This design comes from an exercise in tuning for small area and a short achievable clock period on the open sky130 flow, not from production work.
The RTL was checked by simulation tests, not by an equivalence proof against the original design.
No activity file was given, so power comes from the tool's default toggle rates.

[flow/design.v]
`timescale 1ns/1ns
`default_nettype none
package cpu_pkg;
	typedef logic [32-1:0]    word_t;
	typedef logic [32-1:0]    instr_t;
	typedef logic [5-1:0]  reg_idx_t;
	typedef logic [12-1:0]    pc_t;
	typedef logic [17-1:0]   imm_t;
	typedef logic [27-1:0] status_t;
	typedef logic [6-1:0] dmem_addr_t;
	typedef enum logic [4:0] {
		OP_ARITH = 5'd0,
		OP_J     = 5'd1,
		OP_BNE   = 5'd2,
		OP_JAL   = 5'd3,
		OP_JR    = 5'd4,
		OP_ADDI  = 5'd5,
		OP_BLT   = 5'd6,
		OP_SW    = 5'd7,
		OP_LW    = 5'd8,
		OP_SETX  = 5'd21
	} opcode_e;
	typedef enum logic [4:0] {
		ALU_ADD = 5'd0,
		ALU_SUB = 5'd1,
		ALU_AND = 5'd2,
		ALU_OR  = 5'd3,
		ALU_SLL = 5'd4,
		ALU_SRA = 5'd5
	} alu_op_e;
	typedef enum logic [1:0] {
		WB_ALU,
		WB_MEM,
		WB_LINK
	} wb_sel_e;
endpackage
`default_nettype wire
`timescale 1ns/1ns
`default_nettype none
module alu (
	input  cpu_pkg::word_t i_a,
	input  cpu_pkg::word_t i_b,
	input  cpu_pkg::alu_op_e ctl_alu_op,
	input  logic [4:0] ctl_shamt,
	input  cpu_pkg::word_t ctl_imm,
	input  logic ctl_use_imm,
	output cpu_pkg::word_t o_result,
	output logic           o_ne,
	output logic           o_lt,
	output logic           o_ovf
);
	cpu_pkg::word_t op_b;
	cpu_pkg::word_t sum;
	cpu_pkg::word_t diff;
	logic           add_ovf;
	logic           sub_ovf;
	assign op_b = ctl_use_imm ? ctl_imm : i_b;
	assign sum  = i_a + op_b;
	assign diff = i_a - op_b;
	assign add_ovf = (i_a[32-1] == op_b[32-1]) && (sum[32-1] != i_a[32-1]);
	assign sub_ovf = (i_a[32-1] != op_b[32-1]) && (diff[32-1] != i_a[32-1]);
	assign o_ovf = (ctl_alu_op == cpu_pkg::ALU_SUB) ? sub_ovf : add_ovf;
	assign o_ne  = (diff != '0);
	assign o_lt  = diff[32-1] ^ sub_ovf;
	always_comb begin
		case (ctl_alu_op)
			cpu_pkg::ALU_ADD: o_result = sum;
			cpu_pkg::ALU_SUB: o_result = diff;
			cpu_pkg::ALU_AND: o_result = i_a & op_b;
			cpu_pkg::ALU_OR:  o_result = i_a | op_b;
			cpu_pkg::ALU_SLL: o_result = i_a << ctl_shamt;
			cpu_pkg::ALU_SRA: o_result = cpu_pkg::word_t'($signed(i_a) >>> ctl_shamt);
			default:          o_result = '0;
		endcase
	end
endmodule
`default_nettype wire
`timescale 1ns/1ns
`default_nettype none
module instr_decoder (
	input  cpu_pkg::instr_t i_instr,
	output cpu_pkg::alu_op_e ctl_alu_op,
	output logic [4:0] ctl_shamt,
	output cpu_pkg::word_t ctl_imm,
	output logic ctl_use_imm,
	output cpu_pkg::reg_idx_t ctl_ra_idx,
	output cpu_pkg::reg_idx_t ctl_rb_idx,
	output cpu_pkg::reg_idx_t ctl_wr_idx,
	output logic ctl_reg_we,
	output cpu_pkg::wb_sel_e ctl_wb_sel,
	output logic ctl_mem_we,
	output logic ctl_is_bne,
	output logic ctl_is_blt,
	output logic ctl_is_j,
	output logic ctl_is_jr,
	output cpu_pkg::status_t ctl_target,
	output logic ctl_ovf_chk,
	output logic ctl_setx
);
	cpu_pkg::opcode_e  opcode;
	cpu_pkg::alu_op_e  r_alu_op;
	cpu_pkg::reg_idx_t rd;
	cpu_pkg::reg_idx_t rs;
	cpu_pkg::reg_idx_t rt;
	cpu_pkg::imm_t     imm_raw;
	assign opcode   = cpu_pkg::opcode_e'(i_instr[31:27]);
	assign rd       = i_instr[26:22];
	assign rs       = i_instr[21:17];
	assign rt       = i_instr[16:12];
	assign r_alu_op = cpu_pkg::alu_op_e'(i_instr[6:2]);
	assign imm_raw  = i_instr[16:0];
	assign ctl_shamt  = i_instr[11:7];
	assign ctl_target = i_instr[26:0];
	assign ctl_imm    = {{(32-17){imm_raw[17-1]}}, imm_raw};
	always_comb begin
		ctl_alu_op  = cpu_pkg::ALU_ADD;
		ctl_use_imm = 1'b0;
		ctl_ra_idx  = rs;
		ctl_rb_idx  = rt;
		ctl_wr_idx  = rd;
		ctl_reg_we  = 1'b0;
		ctl_wb_sel  = cpu_pkg::WB_ALU;
		ctl_mem_we  = 1'b0;
		ctl_is_bne  = 1'b0;
		ctl_is_blt  = 1'b0;
		ctl_is_j    = 1'b0;
		ctl_is_jr   = 1'b0;
		ctl_ovf_chk = 1'b0;
		ctl_setx    = 1'b0;
		case (opcode)
			cpu_pkg::OP_ARITH: begin
				ctl_alu_op  = r_alu_op;
				ctl_reg_we  = 1'b1;
				ctl_ovf_chk = (r_alu_op == cpu_pkg::ALU_ADD) || (r_alu_op == cpu_pkg::ALU_SUB);
			end
			cpu_pkg::OP_ADDI: begin
				ctl_use_imm = 1'b1;
				ctl_reg_we  = 1'b1;
				ctl_ovf_chk = 1'b1;
			end
			cpu_pkg::OP_SW: begin
				ctl_use_imm = 1'b1;
				ctl_rb_idx  = rd;
				ctl_mem_we  = 1'b1;
			end
			cpu_pkg::OP_LW: begin
				ctl_use_imm = 1'b1;
				ctl_rb_idx  = rd;
				ctl_reg_we  = 1'b1;
				ctl_wb_sel  = cpu_pkg::WB_MEM;
			end
			cpu_pkg::OP_J: ctl_is_j = 1'b1;
			cpu_pkg::OP_JAL: begin
				ctl_is_j   = 1'b1;
				ctl_reg_we = 1'b1;
				ctl_wr_idx = cpu_pkg::reg_idx_t'(31);
				ctl_wb_sel = cpu_pkg::WB_LINK;
			end
			cpu_pkg::OP_JR: begin
				ctl_is_jr  = 1'b1;
				ctl_ra_idx = rd;
			end
			cpu_pkg::OP_BNE, cpu_pkg::OP_BLT: begin
				ctl_alu_op = cpu_pkg::ALU_SUB;
				ctl_ra_idx = rd;
				ctl_rb_idx = rs;
				ctl_is_bne = (opcode == cpu_pkg::OP_BNE);
				ctl_is_blt = (opcode == cpu_pkg::OP_BLT);
			end
			cpu_pkg::OP_SETX: ctl_setx = 1'b1;
			default: ;
		endcase
	end
endmodule
`default_nettype wire
`timescale 1ns/1ns
`default_nettype none
module reg_file (
	input  logic             i_clk,
	input  logic             i_rst_n,
	input  cpu_pkg::reg_idx_t ctl_ra_idx,
	input  cpu_pkg::reg_idx_t ctl_rb_idx,
	input  cpu_pkg::reg_idx_t ctl_wr_idx,
	input  logic ctl_reg_we,
	input  cpu_pkg::wb_sel_e ctl_wb_sel,
	input  cpu_pkg::status_t ctl_target,
	input  logic ctl_ovf_chk,
	input  logic ctl_setx,
	input  cpu_pkg::word_t   i_wdata,
	input  cpu_pkg::word_t   i_mem_rdata,
	input  cpu_pkg::pc_t     i_pc_plus_one,
	input  logic             i_alu_ovf,
	output cpu_pkg::word_t   o_rdata_a,
	output cpu_pkg::word_t   o_rdata_b,
	output cpu_pkg::status_t o_status
);
	cpu_pkg::word_t   regs [2**5];
	cpu_pkg::word_t   wb_data;
	cpu_pkg::status_t status_q;
	always_comb begin
		case (ctl_wb_sel)
			cpu_pkg::WB_MEM:  wb_data = i_mem_rdata;
			cpu_pkg::WB_LINK: wb_data = {{(32-12){1'b0}}, i_pc_plus_one};
			default:          wb_data = i_wdata;
		endcase
	end
	always_ff @(posedge i_clk or negedge i_rst_n) begin
		if (!i_rst_n) begin
			for (int i = 0; i < 2**5; i++) begin
				regs[i] <= '0;
			end
		end else if (ctl_reg_we && (ctl_wr_idx != '0)) begin
			regs[ctl_wr_idx] <= wb_data;
		end
	end
	assign o_rdata_a = (ctl_ra_idx == '0) ? '0 : regs[ctl_ra_idx];
	assign o_rdata_b = (ctl_rb_idx == '0) ? '0 : regs[ctl_rb_idx];
	always_ff @(posedge i_clk or negedge i_rst_n) begin
		if (!i_rst_n) begin
			status_q <= '0;
		end else if (ctl_setx) begin
			status_q <= ctl_target;
		end else if (ctl_ovf_chk) begin
			status_q <= {{(27-1){1'b0}}, i_alu_ovf};
		end
	end
	assign o_status = status_q;
endmodule
`default_nettype wire
`timescale 1ns/1ns
`default_nettype none
module pc_unit (
	input  logic           i_clk,
	input  logic           i_rst_n,
	input  cpu_pkg::word_t ctl_imm,
	input  logic ctl_is_bne,
	input  logic ctl_is_blt,
	input  logic ctl_is_j,
	input  logic ctl_is_jr,
	input  cpu_pkg::status_t ctl_target,
	input  logic           i_ne,
	input  logic           i_lt,
	input  cpu_pkg::word_t i_jr_addr,
	output cpu_pkg::pc_t   o_pc,
	output cpu_pkg::pc_t   o_pc_plus_one
);
	cpu_pkg::pc_t pc_q;
	cpu_pkg::pc_t pc_next;
	cpu_pkg::pc_t pc_branch;
	logic         taken;
	assign o_pc_plus_one = pc_q + 1'b1;
	assign pc_branch     = o_pc_plus_one + ctl_imm[12-1:0];
	assign taken = (ctl_is_bne && i_ne) || (ctl_is_blt && i_lt);
	always_comb begin
		if (ctl_is_jr) begin
			pc_next = i_jr_addr[12-1:0];
		end else if (ctl_is_j) begin
			pc_next = ctl_target[12-1:0];
		end else if (taken) begin
			pc_next = pc_branch;
		end else begin
			pc_next = o_pc_plus_one;
		end
	end
	always_ff @(posedge i_clk or negedge i_rst_n) begin
		if (!i_rst_n) begin
			pc_q <= '0;
		end else begin
			pc_q <= pc_next;
		end
	end
	assign o_pc = pc_q;
endmodule
`default_nettype wire
`timescale 1ns/1ns
`default_nettype none
module data_mem (
	input  logic               i_clk,
	input  logic               i_rst_n,
	input  logic ctl_mem_we,
	input  cpu_pkg::dmem_addr_t i_addr,
	input  cpu_pkg::word_t     i_wdata,
	output cpu_pkg::word_t     o_rdata
);
	cpu_pkg::word_t mem [2**6];
	always_ff @(posedge i_clk) begin
		if (i_rst_n && ctl_mem_we) begin
			mem[i_addr] <= i_wdata;
		end
	end
	assign o_rdata = mem[i_addr];
endmodule
`default_nettype wire
`timescale 1ns/1ns
`default_nettype none
module cpu_top (
	input  logic                i_clk,
	input  logic                i_rst_n,
	input  cpu_pkg::instr_t     i_instr,
	output cpu_pkg::pc_t        o_pc,
	output logic                o_dmem_we,
	output cpu_pkg::dmem_addr_t o_dmem_addr,
	output cpu_pkg::word_t      o_dmem_wdata,
	output cpu_pkg::status_t    o_status
);
	cpu_pkg::word_t rdata_a;
	cpu_pkg::word_t rdata_b;
	cpu_pkg::word_t alu_result;
	cpu_pkg::word_t mem_rdata;
	cpu_pkg::pc_t   pc_plus_one;
	logic           alu_ne;
	logic           alu_lt;
	logic           alu_ovf;
	cpu_pkg::alu_op_e ctl_alu_op;
	logic [4:0] ctl_shamt;
	cpu_pkg::word_t ctl_imm;
	logic ctl_use_imm;
	cpu_pkg::reg_idx_t ctl_ra_idx;
	cpu_pkg::reg_idx_t ctl_rb_idx;
	cpu_pkg::reg_idx_t ctl_wr_idx;
	logic ctl_reg_we;
	cpu_pkg::wb_sel_e ctl_wb_sel;
	logic ctl_mem_we;
	logic ctl_is_bne;
	logic ctl_is_blt;
	logic ctl_is_j;
	logic ctl_is_jr;
	cpu_pkg::status_t ctl_target;
	logic ctl_ovf_chk;
	logic ctl_setx;
	instr_decoder decoder_i (
		.i_instr (i_instr),
		.ctl_alu_op (ctl_alu_op),
		.ctl_shamt (ctl_shamt),
		.ctl_imm (ctl_imm),
		.ctl_use_imm (ctl_use_imm),
		.ctl_ra_idx (ctl_ra_idx),
		.ctl_rb_idx (ctl_rb_idx),
		.ctl_wr_idx (ctl_wr_idx),
		.ctl_reg_we (ctl_reg_we),
		.ctl_wb_sel (ctl_wb_sel),
		.ctl_mem_we (ctl_mem_we),
		.ctl_is_bne (ctl_is_bne),
		.ctl_is_blt (ctl_is_blt),
		.ctl_is_j (ctl_is_j),
		.ctl_is_jr (ctl_is_jr),
		.ctl_target (ctl_target),
		.ctl_ovf_chk (ctl_ovf_chk),
		.ctl_setx (ctl_setx)
	);
	alu alu_i (
		.i_a      (rdata_a),
		.i_b      (rdata_b),
		.ctl_alu_op (ctl_alu_op),
		.ctl_shamt (ctl_shamt),
		.ctl_imm (ctl_imm),
		.ctl_use_imm (ctl_use_imm),
		.o_result (alu_result),
		.o_ne     (alu_ne),
		.o_lt     (alu_lt),
		.o_ovf    (alu_ovf)
	);
	reg_file reg_file_i (
		.i_clk         (i_clk),
		.i_rst_n       (i_rst_n),
		.ctl_ra_idx (ctl_ra_idx),
		.ctl_rb_idx (ctl_rb_idx),
		.ctl_wr_idx (ctl_wr_idx),
		.ctl_reg_we (ctl_reg_we),
		.ctl_wb_sel (ctl_wb_sel),
		.ctl_target (ctl_target),
		.ctl_ovf_chk (ctl_ovf_chk),
		.ctl_setx (ctl_setx),
		.i_wdata       (alu_result),
		.i_mem_rdata   (mem_rdata),
		.i_pc_plus_one (pc_plus_one),
		.i_alu_ovf     (alu_ovf),
		.o_rdata_a     (rdata_a),
		.o_rdata_b     (rdata_b),
		.o_status      (o_status)
	);
	pc_unit pc_unit_i (
		.i_clk         (i_clk),
		.i_rst_n       (i_rst_n),
		.ctl_imm (ctl_imm),
		.ctl_is_bne (ctl_is_bne),
		.ctl_is_blt (ctl_is_blt),
		.ctl_is_j (ctl_is_j),
		.ctl_is_jr (ctl_is_jr),
		.ctl_target (ctl_target),
		.i_ne          (alu_ne),
		.i_lt          (alu_lt),
		.i_jr_addr     (rdata_a),
		.o_pc          (o_pc),
		.o_pc_plus_one (pc_plus_one)
	);
	data_mem data_mem_i (
		.i_clk   (i_clk),
		.i_rst_n (i_rst_n),
		.ctl_mem_we (ctl_mem_we),
		.i_addr  (o_dmem_addr),
		.i_wdata (rdata_b),
		.o_rdata (mem_rdata)
	);
	assign o_dmem_addr  = alu_result[6-1:0];
	assign o_dmem_wdata = rdata_b;
	assign o_dmem_we    = ctl_mem_we & i_rst_n;
endmodule
`default_nettype wire
[flow/run.sh]
#!/bin/bash
# synth_recipe.tcl (not shown) runs the flow's synth.tcl, then flattens the netlist and writes it again
# the make line also repeats each setting of config.mk as NAME=value (left out here)
make -C /OpenROAD-flow-scripts/flow DESIGN_CONFIG=/design/flow/config.mk WORK_HOME=/design/flow/orfs CLKGATE_MAP_FILE= SYNTH_SCRIPT=/design/flow/synth_recipe.tcl finish
[flow/config.mk]
export PLATFORM = sky130hd
export DESIGN_NAME = cpu_top
export DESIGN_NICKNAME = cpu_top
export VERILOG_FILES = /design/flow/design.v
export SDC_FILE = /design/flow/constraint.sdc
export NUM_CORES = 8
export LEC_CHECK = 0
export CAP_MARGIN = 20
export CORE_MARGIN = 2
export CORE_UTILIZATION = 25
export PLACE_DENSITY = 0.45
export SLEW_MARGIN = 20
export SYNTH_MEMORY_MAX_BITS = 16384
[flow/constraint.sdc]
create_clock -name core_clock -period 16.0 [get_ports {i_clk}]
set_input_delay 3.2000 -clock core_clock [delete_from_list [all_inputs] [get_ports {i_clk}]]
set_output_delay 3.2000 -clock core_clock [all_outputs]
set_load 0.01 [all_outputs]
==> impl_metrics.yaml <==
timing:
  worst_slew_pin_slew_ps: 1350
  hold_viol_final: 0
  relSlewSlack_pct: 10.1
  setup_tns_ps: 0
  skew_ps: 122
  min_period_over_period_pct: 97.3
  period_needed_ps: 15570
  clock.fmax_mhz: 64.2
  final_max_slew_viol_count: 0
  finalSetupViolCount: 0
  rsz0062_at_grt: "no"
clock_tree:
  htreeDepth: 5
  clock-sinks: 3079
  clockRootBuffer: "clkbuf_16"
  cts_resized: 0
  postCtsSetupBuffers: 0
  clk_pin_slew_ps: 60
  hold_buffers: 0
  clk_latency_ps: 1050
  cts_buffers: 353
  clockBufferDepth: 4
  cts_tree: "yes"
logic_synthesis:
  synth-warning-count: 6
  ys_ff_latch: 3079
  ys.flop_type: "edfxtp_1"
  synth_top_family_by_area: "compound AO/OA/AOI/OAI gates"
  ys_top_cells_by_count: "2048 x edfxtp_1, 1277 x o21ai_0, 1244 x nand2_1"
  syn_inst: 12000
  synth_compound_gate_area_share_pct: 17.8
  synth_top_area_share_pct: 43.4
  synth_most_common_cell: "edfxtp_1"
  ys_types: 117
  ys_seq_area_share_pct: 61.7
  synthAdderAreaFrac_pct: 1.03
  yosysTopAreaCell: "edfxtp_1"
  synth_xor_xnor_area_share_pct: 0.452
  synth_edf_count: 2048
  synth-simple-area-share_pct: 10.0
  synth_nets: 12100
  async_reset_ff_share_pct: 33.5
  syn_avg_cell_area_um2: 11.8
  netlist_area_um2: 142000
  synth_mux_area_share_pct: 5.36
  synthTopCellsByArea: "edfxtp_1 43%, dfrtp_1 18%, o21ai_0 4.5%"
global_route:
  grt_max_degree: 169
  antenna_found_initial: 154
  grt_pass1_vias: 111000
  gr-total-overflow: 0
  track_usage_pct: 29.3
  grt_pass1_wl_um: 1130000
routing:
  routed.top_layer: "met5"
  vias_per_cell: 6.03
  m1WireLength_um: 348000
  dr.pass1.iters: 19
  drt-initial-drc-count: 20500
  drt_wl_total_um: 870000
  vias: 121000
  drtAntennaViolNets: 0
  wl_met3_um: 97600
  wl_per_cell_um: 43.3
  wl_met2_um: 366000
  drcViolationCount: 0
power_and_ir_drop:
  ir_worst_vdd_v: 0.000112
  p_total_mw: 21.5
  p_leak_nw: 59.6
  p_per_area_nw_per_um2: 128
setup_path:
  ff2ff_setup_slack_ps: 5420
  slowest_stage: "nor3_1"
  worstSetupPathType: "input port to output pin"
  reg2reg_depth: 32
  setup.worst_path.start: "i_instr[29]"
  crit_family: "simple AND/OR/NAND/NOR gates"
  critical_path_required_ps: 12800
  cp.arrival_ps: 12370
  slowest_delay_ps: 870
  worstReg2RegStart: "reg_file_i.regs[24][1]$_DFFE_PN0P_"
  cp_max_fo: 24
  cp_num_buf_inv: 8
  crit_cells: 29
  end_kind: "output pin"
  cp_common_cell: "buf_4"
  cp-start-kind: "input port"
  worstReg2RegEnd: "pc_unit_i.pc_q[2]$_DFF_PN0_"
worst_hold_path:
  worstHoldStart: "reg_file_i.status_q[24]$_DFFE_PN0P_"
  hold_class: "flip-flop to flip-flop"
  hold-path-endpoint: "reg_file_i.status_q[24]$_DFFE_PN0P_"
  hold_path_depth: 1
floorplanning:
  core_area_um2: 565000
  initial_core_util_pct: 25.1
  chipWidth_um: 757
  rows: 276
  io_pins: 112
  die_y_um: 757
  dieArea_um2: 572000
cells_and_area:
  fillers: 57800
  nNetsFinal: 12400
  multi_input_area_um2: 51800
  finalNonFillerCells: 20100
  ff_latch_area_um2: 87300
  areaGrowthSynthToFinish_pct: 18.7
  drive_above_1_share_pct: 17.7
run_status:
  status: "no timing/DRC/antenna violations"
placed_design:
  gp_congestion: 1.08
  placedCellCount: 19400
  post-dp-hpwl_um: 589000
  port_buffers: 111
flow_run:
  cap_viol_max_count: 0
==> worst max-delay path by stage <==
stage	to	slack, ps
finish	o_dmem_addr[1]	430
global route	o_dmem_addr[1]	430
CTS	o_dmem_addr[1]	800
detailed placement	pc_unit_i.pc_q[2]$_DFF_PN0_	410
global placement	pc_unit_i.pc_q[8]$_DFF_PN0_	490
floorplan	o_dmem_addr[2]	1000
==> worst reg2reg max path: cells and delay by family (launching register included) <==
| kind | cells | cell delay, ps |
|---|---|---|
| DFF | 1 | 600 |
| AOI/OAI and AO/OA | 16 | 4990 |
| buffers and inverters | 2 | 360 |
| and+or+nand+nor | 12 | 3640 |
| adders and majority gates | 2 | 940 |
==> per-stage QoR <==
| stage | hold slack, ps | worst slack [ps] | area [µm²] | util, % |
|---|---|---|---|---|
| finish | 503 | 431 | 168000 | 29.8 |
| global route | 520 | 428 | 168000 | 29.7 |
| CTS | 507 | 796 | 168000 | 29.7 |
| detailed placement | 491 | 413 | 157000 | 27.7 |
| global placement | 488 | 494 | 156000 | 27.7 |
| floorplan | 458 | 1000 | 142000 | - |
==> power breakdown <==
part | internal, mW | leakage [nW] | switching [mW]
logic | 1.08 | 21.1 | 3.16
registers | 8.77 | 33.1 | 0.391
clock network | 4.52 | 5.42 | 3.58
total | 14.4 | 59.6 | 7.13
==> cells in the final DEF, fill, tap and decap left out, drive strengths merged, types with 57 or more instances in the layout <==
master and n:
nor3 156, a211oi 82, nand4 195, nand3 341, and3 87, nor4 96
a22o 108, clkbuf 457, o221ai 148, or2 60, diode 96, nand2 1248
mux2i 194, a21oi 307, o22a 63, o22ai 263, nor2 736, mux2 474
clkinv 128, xnor2 57, inv 170, edfxtp 2048, a22oi 435, a31oi 237
o21ai 1291, o211ai 90, a221oi 106, o31ai 66, a222oi 58, clkdlybuf4s50 104
buf 766, ha 110, dfrtp 1031
==> routing by layer <==
metal	GRT usage, %	vias up
met3	9.08	2391
met4	16.0	56
li1	-	46800
met1	38.3	63100
met2	43.0	8926
met5	0	-
==> logic make-up after synthesis <==
family	Yosys count
flops	3079
compound gates	3767
fa+ha+maj	114
xor+xnor	73
mux	682
buf+inv	1129
simple gates	3123
==> flip-flops by register name (all words and copies together) (netlist names) <==
name and count:
data_mem_i.mem 2048, reg_file_i.regs 992, reg_file_i.status_q 27, pc_unit_i.pc_q 12
==> final cells by class <==
class	count	share of cell area [%]
antenna	96	0.143
clock buffer	457	5.59
clock inverter	178	1.08
inverter	155	0.368
multi-input combinational	7759	30.8
sequential	3079	52.0
tap	7506	5.59
timing repair buffer	870	4.46

## port drivers added, routing unchanged
Ports are ideal in the flow. The routed layout listed here was re-timed in OpenROAD. Step 1 sets driving cells, clkbuf_16 on the clock port and buf_2 on the other inputs (assumed; they add their load-dependent delay and slew). Step 2 adds t to the input delays and takes it off the output delays; t is the mean of the earliest and latest rising clock arrival at the registers after step 1. Input paths then give back, and output paths get back, about the clock's delay inside the block. a / b / c = no drivers / after step 1 / after step 2; a / b = the first two.
t, ns: 1.127
slack for setup (ns): 0.431 / 0.402 / -0.027
worst hold slack (ns): 0.503 / 0.503 / 0.503
cell pins on the clock port's net: 1
Met with ideal ports but missed after step 2: setup timing in this run. For this run, drivers alone change the setup slack by -0.029 ns; drivers and shift together by -0.458 ns.
